From an optimization exercise on the open Yosys and OpenROAD flow, aimed at small area; shortcuts taken in it are not production practice. In this exercise RTL edits were held to simulation tests only and were not proved equivalent to the original. No activity file was given, so power comes from the tool's default toggle rates.

==> flow/design.v <==
`timescale 1ns/1ps
package fu_ctrl_pkg;
    typedef logic [31:0] inst_t;
    typedef logic [4:0]  reg_addr_t;
    typedef logic [4:0]  lat_t;   
    typedef enum logic [2:0] {
        FU_NONE = 3'd0,
        FU_ALU  = 3'd1,
        FU_MEM  = 3'd2,
        FU_MUL  = 3'd3,
        FU_DIV  = 3'd4,
        FU_JUMP = 3'd5
    } fu_e;
    typedef enum logic [3:0] {
        ALU_NONE = 4'd0,
        ALU_ADD  = 4'd1,
        ALU_SUB  = 4'd2,
        ALU_AND  = 4'd3,
        ALU_OR   = 4'd4,
        ALU_XOR  = 4'd5,
        ALU_SLL  = 4'd6,
        ALU_SRL  = 4'd7,
        ALU_SLT  = 4'd8,
        ALU_SLTU = 4'd9,
        ALU_SRA  = 4'd10,
        ALU_AP4  = 4'd11,
        ALU_BOUT = 4'd12   
    } alu_op_e;
    typedef enum logic [3:0] {
        JUMP_JAL  = 4'd0,
        JUMP_BEQ  = 4'd1,
        JUMP_BNE  = 4'd2,
        JUMP_BLT  = 4'd3,
        JUMP_BGE  = 4'd4,
        JUMP_BLTU = 4'd5,
        JUMP_BGEU = 4'd6,
        JUMP_JALR = 4'd8
    } jump_op_e;
    typedef enum logic [2:0] {
        IMM_NONE = 3'd0,
        IMM_I    = 3'd1,
        IMM_B    = 3'd2,
        IMM_J    = 3'd3,
        IMM_S    = 3'd4,
        IMM_U    = 3'd5
    } imm_sel_e;
    localparam logic [6:0] OPC_R     = 7'b0110011;
    localparam logic [6:0] OPC_I     = 7'b0010011;
    localparam logic [6:0] OPC_B     = 7'b1100011;
    localparam logic [6:0] OPC_L     = 7'b0000011;
    localparam logic [6:0] OPC_S     = 7'b0100011;
    localparam logic [6:0] OPC_LUI   = 7'b0110111;
    localparam logic [6:0] OPC_AUIPC = 7'b0010111;
    localparam logic [6:0] OPC_JAL   = 7'b1101111;
    localparam logic [6:0] OPC_JALR  = 7'b1100111;
    localparam int FU_COUNT  = 6;    
    localparam int RES_DEPTH = 32;
    localparam int unsigned ALU_LAT     = 1;
    localparam int unsigned MEM_LAT     = 2;
    localparam int unsigned JUMP_LAT    = 2;
    localparam int unsigned DEF_MUL_LAT = 7;
    localparam int unsigned DEF_DIV_LAT = 24;
    function automatic logic [4:0] fu_latency(input logic [2:0] fu, input int unsigned mul_lat, input int unsigned div_lat);
        case (fu)
            fu_ctrl_pkg::FU_ALU:  fu_latency = 5'd1;
            fu_ctrl_pkg::FU_MEM:  fu_latency = 5'd2;
            fu_ctrl_pkg::FU_MUL:  fu_latency = mul_lat[4:0];
            fu_ctrl_pkg::FU_DIV:  fu_latency = div_lat[4:0];
            fu_ctrl_pkg::FU_JUMP: fu_latency = 5'd2;
            default: fu_latency = '0;
        endcase
    endfunction
endpackage
`timescale 1ns/1ps
module inst_decode (
    input  fu_ctrl_pkg::inst_t     inst,
    output fu_ctrl_pkg::fu_e       fu_class,
    output fu_ctrl_pkg::reg_addr_t rd,
    output fu_ctrl_pkg::reg_addr_t rs1,
    output fu_ctrl_pkg::reg_addr_t rs2,
    output logic      rd_used,
    output logic      is_branch,
    output logic      is_jump,
    output fu_ctrl_pkg::imm_sel_e  imm_sel,
    output fu_ctrl_pkg::alu_op_e   alu_op,
    output fu_ctrl_pkg::jump_op_e  jump_op,
    output logic      alu_src_a,
    output logic      alu_src_b,
    output logic      mem_we
);
    logic [6:0] opcode;
    logic [2:0] funct3;
    logic [6:0] funct7;
    assign opcode = inst[6:0];
    assign funct3 = inst[14:12];
    assign funct7 = inst[31:25];
    assign rd     = inst[11:7];
    assign rs1    = inst[19:15];
    assign rs2    = inst[24:20];
    function automatic fu_ctrl_pkg::alu_op_e alu_sel(input logic [2:0] f3, input logic alt);
        case (f3)
            3'h0:    alu_sel = alt ? fu_ctrl_pkg::ALU_SUB : fu_ctrl_pkg::ALU_ADD;
            3'h1:    alu_sel = fu_ctrl_pkg::ALU_SLL;
            3'h2:    alu_sel = fu_ctrl_pkg::ALU_SLT;
            3'h3:    alu_sel = fu_ctrl_pkg::ALU_SLTU;
            3'h4:    alu_sel = fu_ctrl_pkg::ALU_XOR;
            3'h5:    alu_sel = alt ? fu_ctrl_pkg::ALU_SRA : fu_ctrl_pkg::ALU_SRL;
            3'h6:    alu_sel = fu_ctrl_pkg::ALU_OR;
            default: alu_sel = fu_ctrl_pkg::ALU_AND;
        endcase
    endfunction
    always_comb begin
        fu_class  = fu_ctrl_pkg::FU_NONE;
        rd_used   = 1'b0;
        is_branch = 1'b0;
        is_jump   = 1'b0;
        imm_sel   = fu_ctrl_pkg::IMM_NONE;
        alu_op    = fu_ctrl_pkg::ALU_NONE;
        jump_op   = fu_ctrl_pkg::JUMP_JAL;
        alu_src_a = 1'b0;
        alu_src_b = 1'b0;
        mem_we    = 1'b0;
        case (opcode)
            fu_ctrl_pkg::OPC_R: begin
                if (funct7 == 7'h01) begin
                    fu_class = funct3[2] ? fu_ctrl_pkg::FU_DIV : fu_ctrl_pkg::FU_MUL;   
                    rd_used  = 1'b1;
                end else if (funct7 == 7'h00 ||
                             (funct7 == 7'h20 && (funct3 == 3'h0 || funct3 == 3'h5))) begin
                    fu_class = fu_ctrl_pkg::FU_ALU;
                    rd_used  = 1'b1;
                    alu_op   = alu_sel(funct3, funct7[5]);
                end
            end
            fu_ctrl_pkg::OPC_I: begin
                if ((funct3 != 3'h1 && funct3 != 3'h5) || funct7 == 7'h00 ||
                    (funct3 == 3'h5 && funct7 == 7'h20)) begin
                    fu_class  = fu_ctrl_pkg::FU_ALU;
                    rd_used   = 1'b1;
                    imm_sel   = fu_ctrl_pkg::IMM_I;
                    alu_src_b = 1'b1;
                    alu_op    = alu_sel(funct3, funct3 == 3'h5 && funct7[5]);   
                end
            end
            fu_ctrl_pkg::OPC_B: begin
                if (funct3 != 3'h2 && funct3 != 3'h3) begin
                    fu_class  = fu_ctrl_pkg::FU_JUMP;
                    is_branch = 1'b1;
                    imm_sel   = fu_ctrl_pkg::IMM_B;
                    case (funct3)
                        3'h0:    jump_op = fu_ctrl_pkg::JUMP_BEQ;
                        3'h1:    jump_op = fu_ctrl_pkg::JUMP_BNE;
                        3'h4:    jump_op = fu_ctrl_pkg::JUMP_BLT;
                        3'h5:    jump_op = fu_ctrl_pkg::JUMP_BGE;
                        3'h6:    jump_op = fu_ctrl_pkg::JUMP_BLTU;
                        default: jump_op = fu_ctrl_pkg::JUMP_BGEU;
                    endcase
                end
            end
            fu_ctrl_pkg::OPC_L: begin
                if (funct3 != 3'h3 && funct3 < 3'h6) begin   
                    fu_class = fu_ctrl_pkg::FU_MEM;
                    rd_used  = 1'b1;
                    imm_sel  = fu_ctrl_pkg::IMM_I;
                end
            end
            fu_ctrl_pkg::OPC_S: begin
                if (funct3 <= 3'h2) begin
                    fu_class = fu_ctrl_pkg::FU_MEM;
                    imm_sel  = fu_ctrl_pkg::IMM_S;
                    mem_we   = 1'b1;
                end
            end
            fu_ctrl_pkg::OPC_LUI: begin
                fu_class  = fu_ctrl_pkg::FU_ALU;
                rd_used   = 1'b1;
                imm_sel   = fu_ctrl_pkg::IMM_U;
                alu_src_b = 1'b1;
                alu_op    = fu_ctrl_pkg::ALU_BOUT;
            end
            fu_ctrl_pkg::OPC_AUIPC: begin
                fu_class  = fu_ctrl_pkg::FU_ALU;
                rd_used   = 1'b1;
                imm_sel   = fu_ctrl_pkg::IMM_U;
                alu_src_a = 1'b1;   
                alu_src_b = 1'b1;
                alu_op    = fu_ctrl_pkg::ALU_ADD;
            end
            fu_ctrl_pkg::OPC_JAL: begin
                fu_class = fu_ctrl_pkg::FU_JUMP;
                rd_used  = 1'b1;
                is_jump  = 1'b1;
                imm_sel  = fu_ctrl_pkg::IMM_J;
                jump_op  = fu_ctrl_pkg::JUMP_JAL;
            end
            fu_ctrl_pkg::OPC_JALR: begin
                if (funct3 == 3'h0) begin
                    fu_class = fu_ctrl_pkg::FU_JUMP;
                    rd_used  = 1'b1;
                    is_jump  = 1'b1;
                    imm_sel  = fu_ctrl_pkg::IMM_I;
                    jump_op  = fu_ctrl_pkg::JUMP_JALR;
                end
            end
            default: ;
        endcase
    end
endmodule
`timescale 1ns/1ps
module hazard_check #(
    parameter int unsigned MUL_LAT = fu_ctrl_pkg::DEF_MUL_LAT,
    parameter int unsigned DIV_LAT = fu_ctrl_pkg::DEF_DIV_LAT
) (
    input  fu_ctrl_pkg::fu_e                            fu_class,
    input  fu_ctrl_pkg::reg_addr_t                      rd,
    input  fu_ctrl_pkg::reg_addr_t                      rs1,
    input  fu_ctrl_pkg::reg_addr_t                      rs2,
    input  fu_ctrl_pkg::fu_e       [fu_ctrl_pkg::RES_DEPTH-1:0]      res_slots,
    input  logic      [fu_ctrl_pkg::FU_COUNT-1:0]       fu_busy,
    input  fu_ctrl_pkg::reg_addr_t [fu_ctrl_pkg::FU_COUNT-1:0]       fu_dest,
    output logic                           hazard
);
    fu_ctrl_pkg::lat_t lat;
    logic raw_rs1;
    logic raw_rs2;
    logic waw;
    logic wb_conflict;
    logic unit_busy;
    assign lat = fu_ctrl_pkg::fu_latency(fu_class, MUL_LAT, DIV_LAT);
    always_comb begin
        raw_rs1 = 1'b0;
        raw_rs2 = 1'b0;
        for (int u = 1; u < fu_ctrl_pkg::FU_COUNT; u++) begin
            if (fu_busy[u] && rs1 != '0 && fu_dest[u] == rs1) begin
                raw_rs1 = 1'b1;
            end
            if (fu_busy[u] && rs2 != '0 && fu_dest[u] == rs2) begin
                raw_rs2 = 1'b1;
            end
        end
    end
    always_comb begin
        waw = 1'b0;
        for (int i = 0; i < fu_ctrl_pkg::RES_DEPTH; i++) begin
            if (res_slots[i] != fu_ctrl_pkg::FU_NONE && i >= int'(lat) && fu_busy[res_slots[i]] &&
                fu_dest[res_slots[i]] == rd) begin
                waw = 1'b1;
            end
        end
        if (rd == '0) begin
            waw = 1'b0;
        end
    end
    assign wb_conflict = res_slots[lat] != fu_ctrl_pkg::FU_NONE;
    assign unit_busy = fu_busy[fu_class] && res_slots[0] != fu_class;
    assign hazard = fu_class != fu_ctrl_pkg::FU_NONE &&
                    (raw_rs1 || raw_rs2 || waw || wb_conflict || unit_busy);
endmodule
`timescale 1ns/1ps
module wb_scoreboard #(
    parameter int unsigned MUL_LAT = fu_ctrl_pkg::DEF_MUL_LAT,
    parameter int unsigned DIV_LAT = fu_ctrl_pkg::DEF_DIV_LAT
) (
    input  logic                      clk,
    input  logic                      rst,
    input  logic                      valid_id,
    input  fu_ctrl_pkg::fu_e                       fu_class,
    input  fu_ctrl_pkg::reg_addr_t                 rd,
    input  logic                      rd_used,
    input  logic                      is_branch,
    input  logic                      is_jump,
    input  logic                      hazard,
    input  logic                      cmp_res_fu,
    output fu_ctrl_pkg::fu_e       [fu_ctrl_pkg::RES_DEPTH-1:0] res_slots,
    output logic      [fu_ctrl_pkg::FU_COUNT-1:0]  fu_busy,
    output fu_ctrl_pkg::reg_addr_t [fu_ctrl_pkg::FU_COUNT-1:0]  fu_dest,
    output logic                      issue_ready,
    output logic                      branch_ctrl,
    output logic                      reg_id_flush,
    output logic                      issue_fire,
    output fu_ctrl_pkg::fu_e                       write_sel,
    output fu_ctrl_pkg::reg_addr_t                 rd_ctrl,
    output logic                      reg_write
);
    logic [fu_ctrl_pkg::FU_COUNT-1:0] fu_wen;
    logic                b_in_fu;
    logic                j_in_fu;
    logic                flush_pending;
    logic                issue;
    fu_ctrl_pkg::lat_t                lat;
    assign lat = fu_ctrl_pkg::fu_latency(fu_class, MUL_LAT, DIV_LAT);
    assign branch_ctrl  = (b_in_fu && cmp_res_fu) || j_in_fu;
    assign reg_id_flush = branch_ctrl;
    assign issue_ready  = !hazard || branch_ctrl;
    assign issue_fire = valid_id && issue_ready && !hazard && !reg_id_flush && !flush_pending;
    assign issue      = issue_fire && fu_class != fu_ctrl_pkg::FU_NONE;
    always_ff @(posedge clk or posedge rst) begin
        if (rst) begin
            for (int i = 0; i < fu_ctrl_pkg::RES_DEPTH; i++) begin
                res_slots[i] <= fu_ctrl_pkg::FU_NONE;
            end
        end else begin
            for (int i = 0; i < fu_ctrl_pkg::RES_DEPTH - 1; i++) begin
                res_slots[i] <= res_slots[i+1];
            end
            res_slots[fu_ctrl_pkg::RES_DEPTH-1] <= fu_ctrl_pkg::FU_NONE;
            if (issue) begin
                res_slots[lat - 5'd1] <= fu_class;   
            end
        end
    end
    always_ff @(posedge clk or posedge rst) begin
        if (rst) begin
            fu_busy <= '0;
            fu_wen  <= '0;
            fu_dest <= '0;
        end else begin
            if (res_slots[0] != fu_ctrl_pkg::FU_NONE) begin
                fu_busy[res_slots[0]] <= 1'b0;
                fu_wen[res_slots[0]]  <= 1'b0;
                fu_dest[res_slots[0]] <= '0;
            end
            if (issue) begin
                fu_busy[fu_class] <= 1'b1;
                fu_wen[fu_class]  <= rd_used;
                fu_dest[fu_class] <= rd_used ? rd : '0;
            end
        end
    end
    always_ff @(posedge clk or posedge rst) begin
        if (rst) begin
            b_in_fu       <= 1'b0;
            j_in_fu       <= 1'b0;
            flush_pending <= 1'b0;
        end else begin
            b_in_fu       <= issue && is_branch;
            j_in_fu       <= issue && is_jump;
            flush_pending <= branch_ctrl;   
        end
    end
    always_ff @(posedge clk or posedge rst) begin
        if (rst) begin
            write_sel <= fu_ctrl_pkg::FU_NONE;
            rd_ctrl   <= '0;
            reg_write <= 1'b0;
        end else begin
            write_sel <= res_slots[0];
            rd_ctrl   <= fu_dest[res_slots[0]];
            reg_write <= fu_wen[res_slots[0]];
        end
    end
endmodule
`timescale 1ns/1ps
module fu_ctrl #(
    parameter int unsigned MUL_LAT = fu_ctrl_pkg::DEF_MUL_LAT,
    parameter int unsigned DIV_LAT = fu_ctrl_pkg::DEF_DIV_LAT
) (
    input  logic      clk,
    input  logic      rst,
    input  fu_ctrl_pkg::inst_t     inst,
    input  logic      valid_id,
    input  logic      cmp_res_fu,
    output logic      issue_ready,
    output logic      branch_ctrl,
    output logic      reg_id_flush,
    output fu_ctrl_pkg::imm_sel_e  imm_sel,
    output fu_ctrl_pkg::alu_op_e   alu_op,
    output fu_ctrl_pkg::jump_op_e  jump_op,
    output logic      alu_src_a,
    output logic      alu_src_b,
    output logic      mem_we,
    output logic      alu_en,
    output logic      mem_en,
    output logic      mul_en,
    output logic      div_en,
    output logic      jump_en,
    output fu_ctrl_pkg::fu_e       write_sel,
    output fu_ctrl_pkg::reg_addr_t rd_ctrl,
    output logic      reg_write
);
    fu_ctrl_pkg::fu_e                       fu_class;
    fu_ctrl_pkg::reg_addr_t                 rd;
    fu_ctrl_pkg::reg_addr_t                 rs1;
    fu_ctrl_pkg::reg_addr_t                 rs2;
    logic                      rd_used;
    logic                      is_branch;
    logic                      is_jump;
    logic                      hazard;
    logic                      issue_fire;
    fu_ctrl_pkg::fu_e       [fu_ctrl_pkg::RES_DEPTH-1:0] res_slots;
    logic      [fu_ctrl_pkg::FU_COUNT-1:0]  fu_busy;
    fu_ctrl_pkg::reg_addr_t [fu_ctrl_pkg::FU_COUNT-1:0]  fu_dest;
    inst_decode u_decode (
        .inst, .fu_class, .rd, .rs1, .rs2, .rd_used, .is_branch, .is_jump,
        .imm_sel, .alu_op, .jump_op, .alu_src_a, .alu_src_b, .mem_we
    );
    hazard_check #(.MUL_LAT(MUL_LAT), .DIV_LAT(DIV_LAT)) u_hazard (
        .fu_class, .rd, .rs1, .rs2, .res_slots, .fu_busy, .fu_dest, .hazard
    );
    wb_scoreboard #(.MUL_LAT(MUL_LAT), .DIV_LAT(DIV_LAT)) u_scoreboard (
        .clk, .rst, .valid_id, .fu_class, .rd, .rd_used, .is_branch, .is_jump,
        .hazard, .cmp_res_fu, .res_slots, .fu_busy, .fu_dest, .issue_ready,
        .branch_ctrl, .reg_id_flush, .issue_fire, .write_sel, .rd_ctrl, .reg_write
    );
    assign alu_en  = issue_fire && fu_class == fu_ctrl_pkg::FU_ALU;
    assign mem_en  = issue_fire && fu_class == fu_ctrl_pkg::FU_MEM;
    assign mul_en  = issue_fire && fu_class == fu_ctrl_pkg::FU_MUL;
    assign div_en  = issue_fire && fu_class == fu_ctrl_pkg::FU_DIV;
    assign jump_en = issue_fire && fu_class == fu_ctrl_pkg::FU_JUMP;
endmodule
==> flow/run.sh <==
#!/bin/bash
# synth_recipe.tcl (not shown) runs the flow's synth.tcl, then flattens the netlist and writes it again
# the make line also repeats each setting of config.mk as NAME=value (left out here)
make -C /OpenROAD-flow-scripts/flow DESIGN_CONFIG=/design/flow/config.mk WORK_HOME=/design/flow/orfs CLKGATE_MAP_FILE= SYNTH_SCRIPT=/design/flow/synth_recipe.tcl finish
==> flow/config.mk <==
export PLATFORM = sky130hd
export DESIGN_NAME = fu_ctrl
export DESIGN_NICKNAME = fu_ctrl
export VERILOG_FILES = /design/flow/design.v
export SDC_FILE = /design/flow/constraint.sdc
export NUM_CORES = 4
export LEC_CHECK = 0
export CAP_MARGIN = 20
export CORE_MARGIN = 2
export CORE_UTILIZATION = 40
export SLEW_MARGIN = 20
==> flow/constraint.sdc <==
create_clock -name core_clock -period 9.0 [get_ports {clk}]
set_input_delay 1.8000 -clock core_clock [delete_from_list [all_inputs] [get_ports {clk}]]
set_output_delay 1.8000 -clock core_clock [all_outputs]
set_load 0.01 [all_outputs]
==> metrics.md <==
| Metric | Value |
|---|---|
| DRT iter0 DRCs | `2782` |
| IO Count | `67` |
| PwrDens | `109 nW/um^2` |
| Via density | `7.04` |
| Area leader, netlist | `dfrtp_1` |
| Initial antenna violation count | `5` |
| Non-Filler Instances | `2917` |
| Met1 Routed Length | `32300 um` |
| Post-synth ARST share | `1.00` |
| Most frequent CP cell | `a21oi_2` |
| RSZ-0062 raised after global routing | `no` |
| Layout Nets | `2277` |
| Core area | `51200 sq um` |
| Met3 WL post-DR | `11100 um` |
| Worst-Margin Slew | `1.05 ns` |
| Max-slew violations | `0` |
| Vias post-DR | `20500` |
| Met2 WL post-DR | `37000 um` |
| Largest net degree at the start of global routing | `82` |
| Worst-skew pair later-pin latency | `0.50 ns` |
| Final period util | `0.948` |
| Max rail drop VDD | `0.000190 V` |
| Remaining DRCs | `0` |
| Vias in the first global route | `19700` |
| Fmax achieved | `117 MHz` |
| Die H | `231 um` |
| CTS clk-pin slew, worst paths | `0.07 ns` |
| CTS Sinks | `150` |
| Mapped Area | `20700 sq um` |
| Reg2reg setup slack | `3.01 ns` |
| CP arrival | `6.73 ns` |
| Slowest-stage cell, CP | `or4_4` |
| CP Class | `input pin to primary output` |
| Hold_sp | `u_scoreboard.res_slots[46]$_DFF_PP0_` |
| Delay of the slowest critical-path stage | `0.58 ns` |
| Final min period | `8.53 ns` |
| Crit-path cells | `clkdlybuf4s50_1, or4_4, or4_1, o22a_2, buf_4, ha_1, a21oi_2, a21oi_2, ha_1, nand3b_1, a21oi_2, a311o_1, nor4_1, or4_4, a2111oi_2, nand4_1, o22ai_4, a21oi_4, nor4_1, dlymetal6s2s_1` |
| Top cells by area, synth | `dfrtp_1 (18%), mux4_2 (16%), mux2i_1 (13%), xnor2_1 (5.0%), clkbuf_1 (4.2%)` |
| Clock Root Buffer | `clkbuf_16` |
| Sequential-to-total area share from yosys stat | `0.181` |
| Layout cells sized above 1 | `0.168` |
| Main synth FF type | `dfrtp_1` |
| Row count | `83` |
| Aggregate global routing overflow | `0` |
| Cts-stage hold buffer count | `0` |
| Final hold vios | `0` |
| First-pass GRT wire length | `128000 um` |
| WP data required | `7.20 ns` |
| Synth top cells by count | `mux2i_1 (261), clkbuf_1 (233), dfrtp_1 (150)` |
| Total CTS buffers | `17` |
| Crit path from | `inst[26]` |
| Crit-path leading delay family | `simple AND/OR/NAND/NOR gates` |
| Synth warn | `3` |
| Total Power | `2420 uW` |
| Number of enable flip-flop cells after synthesis | `0` |
| H-tree lvl count | `4` |
| RR Endpoint | `u_scoreboard.res_slots[82]$_DFF_PP0_` |
| Post-Route WL | `85600 um` |
| Max FO, Critical Path | `6` |
| CTS Buffer Depth | `2` |
| Most frequent cell after synthesis | `mux2i_1` |
| Final number of setup-violating endpoints | `0` |
| Max-cap viol count | `0` |
| Die area | `53600 sq um` |
| Yosys reg bits | `150` |
| Top Layer Used | `met5` |
| Critical R2R Launch | `u_scoreboard.res_slots[10]$_DFF_PP0_` |
| Port Buffers | `66` |
| Cells after Synth | `2394` |
| Worst setup endpoint | `jump_en` |
| DR WL/cell | `29.3 um` |
| Pleak | `0.00844 uW` |
| Hold WC Path Type | `flip-flop to flip-flop` |
| R2R cell count | `14` |
| Setup Skew | `0.00940 ns` |
| GRT Util Overall | `0.317` |
| Buf+Inv Stages, Crit Path | `3` |
| CP Capture Type | `primary output` |
| HPWL after DPL | `53600 um` |
| CP startpoint kind | `input pin` |
| Area growth, synth to finish | `7.02%` |
| Slew margin rel. | `0.303` |
| DIE WIDTH | `231 um` |
| CTS tree | `built` |
| Mean post-synth cell area | `8.64 sq um` |
| TNS Setup | `0 ns` |
| DP Cell Count | `2883` |
| RePlAce Congestion | `0.936` |
| Initial core utilization | `0.404` |
| Netlist cell types | `99` |
| Antenna viol nets, final | `0` |
| Outcome | `timing/DRC/antenna clean` |
| DRT Pass-1 Iters | `6` |
| Crit path depth | `20` |
| Post-synth top area share | `0.181` |
[area by class of cell]
type,count,area (sq um)
well taps,680,851
repair buffers,166,1450
flip-flops and latches,150,3750
clock buffers,17,425
multi-input cells,1819,15300
diodes,2,5.00
fillers,4911,29100
clock inverters,14,133
inverters,69,267
[worst reg2reg max path: stages (launching register included)]
cell and delay, ns:
dfrtp_1 0.99, nor2b_1 0.10, a2111oi_1 0.88, or4_1 0.24
or4_1 0.14, o22ai_1 0.21, a2bb2oi_1 0.51, and4_1 0.37
nand4_1 0.23, o22ai_4 0.27, buf_4 0.15, buf_4 0.14
nand2_2 0.42, nor2_2 0.85, o2bb2ai_1 0.34
[worst min path at each step]
stage,end,slack [ns],cells past startpoint
detailed placement,u_scoreboard.res_slots[43]$_DFF_PP0_,0.42,0
global route,u_scoreboard.res_slots[59]$_DFF_PP0_,0.47,0
global placement,u_scoreboard.res_slots[43]$_DFF_PP0_,0.42,0
floorplan,u_scoreboard.write_sel[2]$_DFF_PP0_,0.35,0
finish,u_scoreboard.res_slots[43]$_DFF_PP0_,0.44,0
CTS,u_scoreboard.res_slots[43]$_DFF_PP0_,0.44,0
[layout by cell type (no fill, tap or decap), types with 22 or more instances in the layout]
cell type / Yosys / final
mux2i_1: 261 / 261
dfrtp_1: 150 / 150
mux4_2: 144 / 144
nor3_1: 127 / 127
xnor2_1: 119 / 119
nand2_1: 118 / 118
nor2_1: 107 / 107
o21ai_0: 104 / 104
buf_4: 2 / 96
a21oi_1: 97 / 93
clkdlybuf4s50_1: 0 / 55
inv_1: 55 / 54
or3_1: 49 / 49
mux2_2: 47 / 47
xor2_1: 42 / 42
nand3_1: 38 / 37
and2_1: 35 / 35
nor4_1: 31 / 31
nor2b_1: 29 / 29
a22oi_1: 27 / 27
nand4_1: 24 / 24
o22ai_1: 23 / 23
a31oi_1: 22 / 22
[where the power goes]
group          internal, uW  switching (uW)  total [uW]
Sequential              709             162         871
Clock                   364             359         723
Combinational           397             430         827
Total                  1470             951        2420
[flip-flops by register name, indices dropped and copies added, names as in the netlist]
signal / count
u_scoreboard.res_slots: 96
u_scoreboard.fu_dest: 30
u_scoreboard.fu_busy: 6
u_scoreboard.fu_wen: 6
u_scoreboard.rd_ctrl: 5
u_scoreboard.write_sel: 3
u_scoreboard.b_in_fu: 1
u_scoreboard.flush_pending: 1
u_scoreboard.j_in_fu: 1
u_scoreboard.reg_write: 1
[routing by layer]
metal | vias to the layer above | GRT usage
met4 | 4 | 0.174
met3 | 406 | 0.0926
met2 | 1587 | 0.472
met1 | 9951 | 0.412
li1 | 8577 | -
met5 | - | 0
[per-stage QoR]
step | util | setup WS [ns] | area [sq um] | hold WS (ns)
after floorplan | - | 0.579 | 20700 | 0.352
after global placement | 0.420 | 0.0558 | 21500 | 0.420
final | 0.432 | 0.472 | 22100 | 0.443
after global routing | 0.432 | 0.281 | 22100 | 0.471
after detailed placement | 0.420 | 0.0346 | 21500 | 0.424
after CTS | 0.431 | 0.0839 | 22100 | 0.440
[cell families (layout without fill, tap and decap cells)]
family / Yosys count / in the layout / share of synthesized area
AO/OA/AOI/OAI: 495 / 495 / 0.165
XOR/XNOR: 161 / 161 / 0.0682
adder cells (fa/ha/maj): 18 / 18 / 0.0109
buffers and inverters: 427 / 266 / 0.0833
flip-flops: 150 / 150 / 0.181
multiplexers: 455 / 455 / 0.310
other: 1 / 5 / 0.000181
AND/OR/NAND/NOR: 687 / 687 / 0.181
[what timing repair did]
action                                  CTS  global route
setup buffers                             0             1
pin swaps                                 0             2
endpoints found under the setup margin    1             6
gates resized for setup                   1            12

afterwards: timing with drivers on the ports:
The results above use ideal ports. As a check the final layout listed here was re-extracted and re-timed, cells and wires unchanged. Step 1 (the two cells are an assumption about what drives the block):
set clk [get_ports {clk}]
set_driving_cell -lib_cell sky130_fd_sc_hd__clkbuf_16 $clk
set_driving_cell -lib_cell sky130_fd_sc_hd__buf_2 [delete_from_list [all_inputs] $clk]
Step 2 moves the port delays by t, midway between the first and last clock arrival at a register: inputs arrive t later, outputs are due t later. That takes back most of the time a late clock gives input paths. Slacks: ideal / step 1 / step 2; pairs: ideal / step 1.
t (ns): 0.553
setup WS [ns]: 0.472 / 0.450 / 0.450
clock arrival spread, ns: 0.009 / 0.010
slew at the worst register clock pin (ns): 0.07 / 0.07
After both steps setup and hold are still met in this run. For this run, drivers alone change the setup slack by -0.022 ns; drivers and shift together by -0.022 ns.
